This is an optimization exercise on Yosys and OpenROAD, whose aim is small area, a short achievable clock period and few clock cycles per item, not a production implementation. Where RTL was checked, it was by simulation tests only, not by an equivalence proof against the original. No activity file was given, so power comes from the tool's default toggle rates.

==> module priority_semaphore_bank_top, before the edit <==
module priority_semaphore_bank_top (
    input  logic         aclk,
    input  logic         aresetn,
    input  logic         s_tvalid,
    output logic         s_tready,
    input  logic [47:0]  s_tdata,
    output logic         m_tvalid,
    input  logic         m_tready,
    output logic [15:0]  m_tdata,
    input  logic         cfg_valid,
    output logic         cfg_ready,
    input  logic [0:0]   cfg_index,
    input  logic [63:0]  cfg_data
);
    typedef struct packed {
        logic [2:0] sem;
        logic [4:0] pidx;
        logic       op_wait;
        logic       op_block;
        logic       op_sig;
        logic       op_res;
    } req_t;
    logic       r_vld, x_vld, o0_vld, o1_vld;
    req_t       r_req, x_req, s_req;
    logic [8:0] o0, o1, rsp;
    logic       s_fire, x_fire, r_move, o_pop;
    logic       r_vld_n, x_vld_n, o0_vld_n, o1_vld_n, r_move_n;
    logic [7:0] bank_n, bank_sel;
    logic       take;
    logic [3:0] x_plo;            
    logic [7:0] x_phi;
    logic [1:0] mode;
    logic [5:0] prio;
    logic       prio_ok, tmo_nz;
    logic [1:0] status;
    logic       rel_valid;
    logic [5:0] rel_prio;
    assign mode    = s_tdata[1:0];
    assign prio    = s_tdata[10:5];
    assign tmo_nz  = |s_tdata[42:11];
    assign prio_ok = (prio != 6'd0) && (prio <= 6'd32);
    assign s_req.sem      = s_tdata[4:2];
    assign s_req.pidx     = prio[4:0] - 5'd1;
    assign s_req.op_wait  = (mode == 2'd0);
    assign s_req.op_block = (mode == 2'd0) && tmo_nz && prio_ok;
    assign s_req.op_sig   = (mode == 2'd1);
    assign s_req.op_res   = (mode == 2'd2) && prio_ok;
    assign cfg_ready = 1'b1;
    assign x_fire   = x_vld && !o1_vld;
    assign r_move   = r_vld && (!x_vld || x_fire);
    assign s_tready = take;
    assign s_fire   = s_tvalid && take;
    assign o_pop    = o0_vld && m_tready;
    always_comb begin
        if (!aresetn) begin
            r_vld_n  = 1'b0;
            x_vld_n  = 1'b0;
            o0_vld_n = 1'b0;
            o1_vld_n = 1'b0;
        end else begin
            r_vld_n = s_fire || (r_vld && !r_move);
            x_vld_n = r_move || (x_vld && !x_fire);
            if (!o0_vld || o_pop) begin
                o0_vld_n = o1_vld || x_fire;
                o1_vld_n = 1'b0;
            end else begin
                o0_vld_n = o0_vld;
                o1_vld_n = o1_vld || x_fire;
            end
        end
        r_move_n = r_vld_n && (!x_vld_n || !o1_vld_n);
        bank_n   = 8'd1 << (r_move_n ? (s_fire ? s_req.sem : r_req.sem) :
                                       (r_move ? r_req.sem : x_req.sem));
    end
    always_ff @(posedge aclk) begin
        r_vld    <= r_vld_n;
        x_vld    <= x_vld_n;
        o0_vld   <= o0_vld_n;
        o1_vld   <= o1_vld_n;
        bank_sel <= bank_n;
        take     <= !r_vld_n || !x_vld_n || !o1_vld_n;
    end
    assign rsp = {rel_prio, rel_valid, status};
    always_ff @(posedge aclk) begin
        if (s_fire) r_req <= s_req;
        if (r_move) begin
            x_req <= r_req;
            x_plo <= 4'd1 << r_req.pidx[1:0];
            x_phi <= 8'd1 << r_req.pidx[4:2];
        end
        if (!o0_vld || o_pop) begin
            o0 <= o1_vld ? o1 : rsp;
        end else if (!o1_vld) begin
            o1 <= rsp;
        end
    end
    psb_core u_core (
        .aclk       (aclk),
        .aresetn    (aresetn),
        .cfg_mask   (cfg_valid && (cfg_index == 1'b0)),
        .cfg_counts (cfg_valid && (cfg_index == 1'b1)),
        .cfg_data   (cfg_data),
        .rd_sem     (r_req.sem),
        .rd_bank    (bank_sel),
        .ex_fire    (x_fire),
        .sem        (x_req.sem),
        .plo        (x_plo),
        .phi        (x_phi),
        .op_wait    (x_req.op_wait),
        .op_block   (x_req.op_block),
        .op_sig     (x_req.op_sig),
        .op_res     (x_req.op_res),
        .status     (status),
        .rel_valid  (rel_valid),
        .rel_prio   (rel_prio)
    );
    assign m_tvalid = o0_vld;
    assign m_tdata  = {7'd0, o0};
endmodule
export LEC_CHECK = 0
export CAP_MARGIN = 20
export CORE_MARGIN = 2
export CORE_UTILIZATION = 40
export CTS_BUF_LIST = sky130_fd_sc_hd__clkbuf_8
export CTS_CLUSTER_DIAMETER = 80
export CTS_CLUSTER_SIZE = 16
export SETUP_SLACK_MARGIN = 2.5
export SLEW_MARGIN = 20
create_clock -name core_clock -period 5.0 [get_ports {aclk}]
standard.sh (not shown) runs the stock make flow with config.mk's settings and CLKGATE_MAP_FILE= SYNTH_SCRIPT=/design/flow/synth_recipe.tcl, a recipe that flattens the netlist after the stock synthesis.
==> flow/flow/run.sh <==
#!/bin/bash
# Own layout flow: the standard ORFS flow (standard.sh: the unchanged
# synthesis script and registers, the design's clock and constraints), with
# one setting added on the make command line: the port buffers that
# buffer_ports inserts on every input and output are sky130_fd_sc_hd__buf_2.
# make's output goes to standard.log in the work folder; ORFS writes each
# step's tool log under orfs/logs/.
set -euo pipefail
cd "$(dirname "$0")/.."
bash standard.sh "BUFFER_PORTS_ARGS=-buffer_cell sky130_fd_sc_hd__buf_2" finish > standard.log 2>&1
Rerun with:
--- a/flow/design.v
+++ b/flow/design.v
@@ -251,8 +251,7 @@
     logic [8:0] o0, o1, rsp;
     logic       s_fire, x_fire, r_move, o_pop;
     logic       r_vld_n, x_vld_n, o0_vld_n, o1_vld_n, r_move_n;
-    logic [7:0] bank_n, bank_sel;
-    logic       take;
+    logic [2:0] bank_n, bank_sem;
     logic [3:0] x_plo;            
     logic [7:0] x_phi;
     logic [1:0] mode;
@@ -274,8 +273,8 @@
     assign cfg_ready = 1'b1;
     assign x_fire   = x_vld && !o1_vld;
     assign r_move   = r_vld && (!x_vld || x_fire);
-    assign s_tready = take;
-    assign s_fire   = s_tvalid && take;
+    assign s_tready = !r_vld || !x_vld || x_fire;
+    assign s_fire   = s_tvalid && s_tready;
     assign o_pop    = o0_vld && m_tready;
     always_comb begin
         if (!aresetn) begin
@@ -295,16 +294,15 @@
             end
         end
         r_move_n = r_vld_n && (!x_vld_n || !o1_vld_n);
-        bank_n   = 8'd1 << (r_move_n ? (s_fire ? s_req.sem : r_req.sem) :
-                                       (r_move ? r_req.sem : x_req.sem));
+        bank_n   = r_move_n ? (s_fire ? s_req.sem : r_req.sem) :
+                              (r_move ? r_req.sem : x_req.sem);
     end
     always_ff @(posedge aclk) begin
         r_vld    <= r_vld_n;
         x_vld    <= x_vld_n;
         o0_vld   <= o0_vld_n;
         o1_vld   <= o1_vld_n;
-        bank_sel <= bank_n;
-        take     <= !r_vld_n || !x_vld_n || !o1_vld_n;
+        bank_sem <= bank_n;
     end
     assign rsp = {rel_prio, rel_valid, status};
     always_ff @(posedge aclk) begin
@@ -327,7 +325,7 @@
         .cfg_counts (cfg_valid && (cfg_index == 1'b1)),
         .cfg_data   (cfg_data),
         .rd_sem     (r_req.sem),
-        .rd_bank    (bank_sel),
+        .rd_bank    (8'd1 << bank_sem),
         .ex_fire    (x_fire),
         .sem        (x_req.sem),
         .plo        (x_plo),
Effect: Fmax went down by 0.63%; wire length rose by 11%; design area rose by 1.9%; die area climbs by 1.8%; cell count went up by 1.7%; register-to-register slack loses 0.02 ns; non-clock buffer count grows by 11; area after synthesis came out higher by 1.9%; power falls by 2.1%.
Function was not checked in any run of this note: the RTL went through the layout flow alone.

========
the reference run:
Another version of the RTL of priority_semaphore_bank_top (not shown whole).
Size: ~1600 cells after synthesis, about 22000 sq um of cells after synthesis.
clock: 5.0 ns
lec_check: 0
cap_margin: 20
core_margin: 2
core_utilization: 40
setup_slack_margin: 2.5
slew_margin: 20
run.sh (not shown) runs the stock make flow with config.mk's settings and CLKGATE_MAP_FILE= SYNTH_SCRIPT=/design/flow/synth_recipe.tcl, a recipe that flattens the netlist after the stock synthesis.
Stock flow here: none of the scripts above is used.
Changes in the trial run relative to the reference run:
--- a/flow/design.v
+++ b/flow/design.v
@@ -59,16 +59,16 @@
 endmodule
 module psb_core (
     input  logic        aclk,
     input  logic        aresetn,
     input  logic        cfg_mask,     
     input  logic        cfg_counts,   
     input  logic [63:0] cfg_data,
-    input  logic        rd_load,      
     input  logic [7:0]  rd_sel,       
+    input  logic [7:0]  rd_bank,      
     input  logic        ex_fire,
     input  logic [7:0]  sel,          
     input  logic [4:0]  pidx,
     input  logic        op_wait,      
     input  logic        op_block,     
     input  logic        op_sig,       
     input  logic        op_res,       
@@ -189,15 +189,15 @@
                 cnt_reg[s]  <= cw;
                 mask_reg[s] <= mask_wd;
                 any_reg[s]  <= any_wd;
             end
         end
     end
     assign fwd  = ex_fire & ((rd_sel & sel) != 8'd0);
-    assign rsel = rd_load ? rd_sel : sel;
+    assign rsel = rd_bank;
     always_comb begin
         rc  = '0;
         rb  = '0;
         rcm = 1'b0;
         rany = 1'b0;
         for (int s = 0; s < 8; s++) begin
             rany = rany | (any_reg[s] & rsel[s]);
@@ -245,14 +245,16 @@
         logic       op_sig;
         logic       op_res;
     } req_t;
     logic       r_vld, x_vld, o0_vld, o1_vld;
     req_t       r_req, x_req, s_req;
     logic [8:0] o0, o1, rsp;
     logic       s_fire, x_fire, r_move, o_pop;
+    logic       r_vld_n, x_vld_n, o0_vld_n, o1_vld_n, r_move_n;
+    logic [7:0] bank_n, bank_sel;
     logic [1:0] mode;
     logic [5:0] prio;
     logic       prio_ok, tmo_nz;
     logic [1:0] status;
     logic       rel_valid;
     logic [5:0] rel_prio;
     assign mode    = s_tdata[1:0];
@@ -267,30 +269,41 @@
     assign s_req.op_res   = (mode == 2'd2) && prio_ok;
     assign cfg_ready = 1'b1;
     assign x_fire   = x_vld && !o1_vld;
     assign r_move   = r_vld && (!x_vld || x_fire);
     assign s_tready = !r_vld || !x_vld || x_fire;
     assign s_fire   = s_tvalid && s_tready;
     assign o_pop    = o0_vld && m_tready;
-    always_ff @(posedge aclk) begin
+    always_comb begin
         if (!aresetn) begin
-            r_vld  <= 1'b0;
-            x_vld  <= 1'b0;
-            o0_vld <= 1'b0;
-            o1_vld <= 1'b0;
+            r_vld_n  = 1'b0;
+            x_vld_n  = 1'b0;
+            o0_vld_n = 1'b0;
+            o1_vld_n = 1'b0;
         end else begin
-            r_vld <= s_fire || (r_vld && !r_move);
-            x_vld <= r_move || (x_vld && !x_fire);
+            r_vld_n = s_fire || (r_vld && !r_move);
+            x_vld_n = r_move || (x_vld && !x_fire);
             if (!o0_vld || o_pop) begin
-                o0_vld <= o1_vld || x_fire;
-                o1_vld <= 1'b0;
+                o0_vld_n = o1_vld || x_fire;
+                o1_vld_n = 1'b0;
             end else begin
-                o1_vld <= o1_vld || x_fire;
+                o0_vld_n = o0_vld;
+                o1_vld_n = o1_vld || x_fire;
             end
         end
+        r_move_n = r_vld_n && (!x_vld_n || !o1_vld_n);
+        bank_n   = r_move_n ? (s_fire ? s_req.sel : r_req.sel) :
+                              (r_move ? r_req.sel : x_req.sel);
+    end
+    always_ff @(posedge aclk) begin
+        r_vld    <= r_vld_n;
+        x_vld    <= x_vld_n;
+        o0_vld   <= o0_vld_n;
+        o1_vld   <= o1_vld_n;
+        bank_sel <= bank_n;
     end
     assign rsp = {rel_prio, rel_valid, status};
     always_ff @(posedge aclk) begin
         if (s_fire) r_req <= s_req;
         if (r_move) x_req <= r_req;
         if (!o0_vld || o_pop) begin
             o0 <= o1_vld ? o1 : rsp;
@@ -300,16 +313,16 @@
     end
     psb_core u_core (
         .aclk       (aclk),
         .aresetn    (aresetn),
         .cfg_mask   (cfg_valid && (cfg_index == 1'b0)),
         .cfg_counts (cfg_valid && (cfg_index == 1'b1)),
         .cfg_data   (cfg_data),
-        .rd_load    (r_move),
         .rd_sel     (r_req.sel),
+        .rd_bank    (bank_sel),
         .ex_fire    (x_fire),
         .sel        (x_req.sel),
         .pidx       (x_req.pidx),
         .op_wait    (x_req.op_wait),
         .op_block   (x_req.op_block),
         .op_sig     (x_req.op_sig),
         .op_res     (x_req.op_res),
- Compared with the reference run, the trial run shows a lower area added between synthesis and finish.
- Core occupancy in the finished layout in the trial run vs the reference run: down 1.9 points
- The trial run ends up with a share of the final layout cell area in sequential cells that is 3.0 points higher than in the reference run.
- | maximum frequency | the trial run vs the reference run | about 3% higher |
- Taking the reference run as the reference, in the trial run worst path setup slack after routing rose by 0.080 ns, register-to-register slack rose by 0.08 ns, total stage count of the critical path fell by 3.
Testbench counts of the trial run, summed over its fixed seeds: cycles 19,296, items 19,200.
No functional check of the RTL was part of the reference run.

========
## run a
priority_semaphore_bank_top, a different RTL version from the one above (not shown whole).
Size in the first run: roughly 490 flip-flops, ~140 I/O pins.
==> flow/config.mk <==
export PLATFORM = sky130hd
export DESIGN_NAME = priority_semaphore_bank_top
export DESIGN_NICKNAME = priority_semaphore_bank_top
export VERILOG_FILES = /design/flow/design.v
export SDC_FILE = /design/flow/constraint.sdc
export NUM_CORES = 4
export LEC_CHECK = 0
export CAP_MARGIN = 20
export CORE_MARGIN = 2
export CORE_UTILIZATION = 40
export SETUP_SLACK_MARGIN = 2.5
export SLEW_MARGIN = 20
==> flow/constraint.sdc <==
create_clock -name core_clock -period 5.0 [get_ports {aclk}]
set_input_delay 1.0000 -clock core_clock [delete_from_list [all_inputs] [get_ports {aclk}]]
set_output_delay 1.0000 -clock core_clock [all_outputs]
set_load 0.01 [all_outputs]
The inputs of run b differ from those of run a as listed below.
diff --git a/flow/design.v b/flow/design.v
--- a/flow/design.v
+++ b/flow/design.v
@@ -36,15 +36,15 @@
     input  logic        aclk,
     input  logic        aresetn,
     input  logic        cfg_mask,     
     input  logic        cfg_counts,   
     input  logic [63:0] cfg_data,
     input  logic        rd_load,      
-    input  logic [2:0]  rd_sem,
+    input  logic [7:0]  rd_sel,       
     input  logic        ex_fire,
-    input  logic [2:0]  sem,
+    input  logic [7:0]  sel,          
     input  logic [4:0]  pidx,
     input  logic        op_wait,      
     input  logic        op_block,     
     input  logic        op_sig,       
     input  logic        op_res,       
     output logic [1:0]  status,
@@ -71,12 +71,13 @@
     logic [31:0] mask_new;
     logic        z_new, full_new, any_new;
     logic        keep;
     logic [15:0] cnt_base;
     logic [31:0] mask_wd;
     logic        fwd;
+    logic        rcm;
     always_ff @(posedge aclk) begin
         if (!aresetn) begin
             cmask_reg <= '0;
         end else if (cfg_mask) begin
             cmask_reg <= cfg_data[7:0];
         end
@@ -134,27 +135,35 @@
     assign mask_wd  = mask_new & {32{keep}};
     for (genvar s = 0; s < 8; s++) begin : g_sem
         logic        we;
         logic [7:0]  bt;
         logic [15:0] cw;
         assign bt = cfg_data[8*s +: 8];
-        assign we = ~aresetn | cfg_counts | (ex_fire & (sem == 3'(s)));
+        assign we = ~aresetn | cfg_counts | (ex_fire & sel[s]);
         assign cw[15:8] = cnt_base[15:8];
         assign cw[7:0]  = cfg_counts ?
                           {bt[7:1] & {7{cmask_reg[s]}}, cmask_reg[s] ? bt[0] : (bt != 8'd0)} :
                           cnt_base[7:0];
         always_ff @(posedge aclk) begin
             if (we) begin
                 cnt_reg[s]  <= cw;
                 mask_reg[s] <= mask_wd;
             end
         end
     end
-    assign fwd = ex_fire & (rd_sem == sem);
-    assign rc  = cnt_reg[rd_sem];
-    assign rb  = mask_reg[rd_sem];
+    assign fwd = ex_fire & ((rd_sel & sel) != 8'd0);
+    always_comb begin
+        rc  = '0;
+        rb  = '0;
+        rcm = 1'b0;
+        for (int s = 0; s < 8; s++) begin
+            rc  = rc  | (cnt_reg[s]  & {16{rd_sel[s]}});
+            rb  = rb  | (mask_reg[s] & {32{rd_sel[s]}});
+            rcm = rcm | (cmask_reg[s] & rd_sel[s]);
+        end
+    end
     always_ff @(posedge aclk) begin
         if (rd_load) begin
             if (fwd) begin
                 c    <= cnt_new;
                 b    <= mask_new;
                 z    <= z_new;
@@ -164,13 +173,13 @@
                 c    <= rc;
                 b    <= rb;
                 z    <= (rc == 16'd0);
                 full <= (rc == 16'hFFFF);
                 any  <= (rb != 32'd0);
             end
-            cm <= cmask_reg[rd_sem];
+            cm <= rcm;
         end
     end
 endmodule
 module priority_semaphore_bank_top (
     input  logic         aclk,
     input  logic         aresetn,
@@ -183,13 +192,13 @@
     input  logic         cfg_valid,
     output logic         cfg_ready,
     input  logic [0:0]   cfg_index,
     input  logic [63:0]  cfg_data
 );
     typedef struct packed {
-        logic [2:0] sem;
+        logic [7:0] sel;
         logic [4:0] pidx;
         logic       op_wait;
         logic       op_block;
         logic       op_sig;
         logic       op_res;
     } req_t;
@@ -204,13 +213,13 @@
     logic       rel_valid;
     logic [5:0] rel_prio;
     assign mode    = s_tdata[1:0];
     assign prio    = s_tdata[10:5];
     assign tmo_nz  = |s_tdata[42:11];
     assign prio_ok = (prio != 6'd0) && (prio <= 6'd32);
-    assign s_req.sem      = s_tdata[4:2];
+    assign s_req.sel      = 8'd1 << s_tdata[4:2];
     assign s_req.pidx     = prio[4:0] - 5'd1;
     assign s_req.op_wait  = (mode == 2'd0);
     assign s_req.op_block = (mode == 2'd0) && tmo_nz && prio_ok;
     assign s_req.op_sig   = (mode == 2'd1);
     assign s_req.op_res   = (mode == 2'd2) && prio_ok;
     assign cfg_ready = 1'b1;
@@ -250,15 +259,15 @@
         .aclk       (aclk),
         .aresetn    (aresetn),
         .cfg_mask   (cfg_valid && (cfg_index == 1'b0)),
         .cfg_counts (cfg_valid && (cfg_index == 1'b1)),
         .cfg_data   (cfg_data),
         .rd_load    (r_move),
-        .rd_sem     (r_req.sem),
+        .rd_sel     (r_req.sel),
         .ex_fire    (x_fire),
-        .sem        (x_req.sem),
+        .sel        (x_req.sel),
         .pidx       (x_req.pidx),
         .op_wait    (x_req.op_wait),
         .op_block   (x_req.op_block),
         .op_sig     (x_req.op_sig),
         .op_res     (x_req.op_res),
         .status     (status),
Notes after the runs:
Across run b and run a, none had a timing, DRC or antenna violation.
Measured against each other, run b and run a differ in largest net degree at the start of global routing, the lower figure coming from run b.
Run b vs run a, clock network fraction of design power went up by 0.6 points.
Run b ends up with higher area fraction of clock buffers and clock inverters than run a does.
Relative to run a, summed instance area of the synthesized netlist has gone down in run b.
Between run b and run a, worst-margin pin slew is higher for run b, run a comes in under that.
Data required time at the worst endpoint delta for run b relative to run a: 0.02 ns lower
Count of nets after finishing in run b is about 4% lower than in run a
Compared with run a, run b shows total non-filler cell area in the finished layout lower by about 7%.
Start point of the critical path: r_req[9] -> run a, u_core.b[24] -> run b
End-of-flow core utilization on run b is down relative to run a.
Relative to run a, setup slack at placement increased by 0.18 ns in run b.
Compare run b and run a | power consumption lower: run b
Looking at setup slack, run b sits 0.022 ns below run a.
No functional check of the RTL was part of any run of this note.

-- what the ideal ports hide --
In the flow no input, the clock included, has a driving cell. The finished layouts below were timed again as built, in two steps.
Step 1 (the two cells are an assumption about what drives the block):
set clk [get_ports {aclk}]
set_driving_cell -lib_cell sky130_fd_sc_hd__clkbuf_16 $clk
set_driving_cell -lib_cell sky130_fd_sc_hd__buf_2 [delete_from_list [all_inputs] $clk]
Step 2 also shifts input and output timing later by t, the mid clock arrival at the registers, as if the neighbouring blocks saw the same clock.
Three values: ideal ports, drivers, drivers and shift; two values: the first two.
run	t (ns)	setup slack, ns	worst register clock-pin slew, ns
the first run of note 1	0.650	2.495 / 2.495 / 1.980	0.11 / 0.11
the second run of note 1	0.673	2.480 / 2.458 / 1.873	0.11 / 0.11
the reference run	0.659	2.353 / 2.353 / 1.943	0.07 / 0.07
the trial run	0.651	2.434 / 2.434 / 2.139	0.06 / 0.06
run a	0.655	2.218 / 2.218 / 1.938	0.07 / 0.07
run b	0.661	2.196 / 2.196 / 1.959	0.07 / 0.07
After both steps every run listed still meets setup and hold. For the second run of note 1, which loses most, drivers alone change the setup slack by -0.022 ns; drivers and shift together by -0.607 ns.
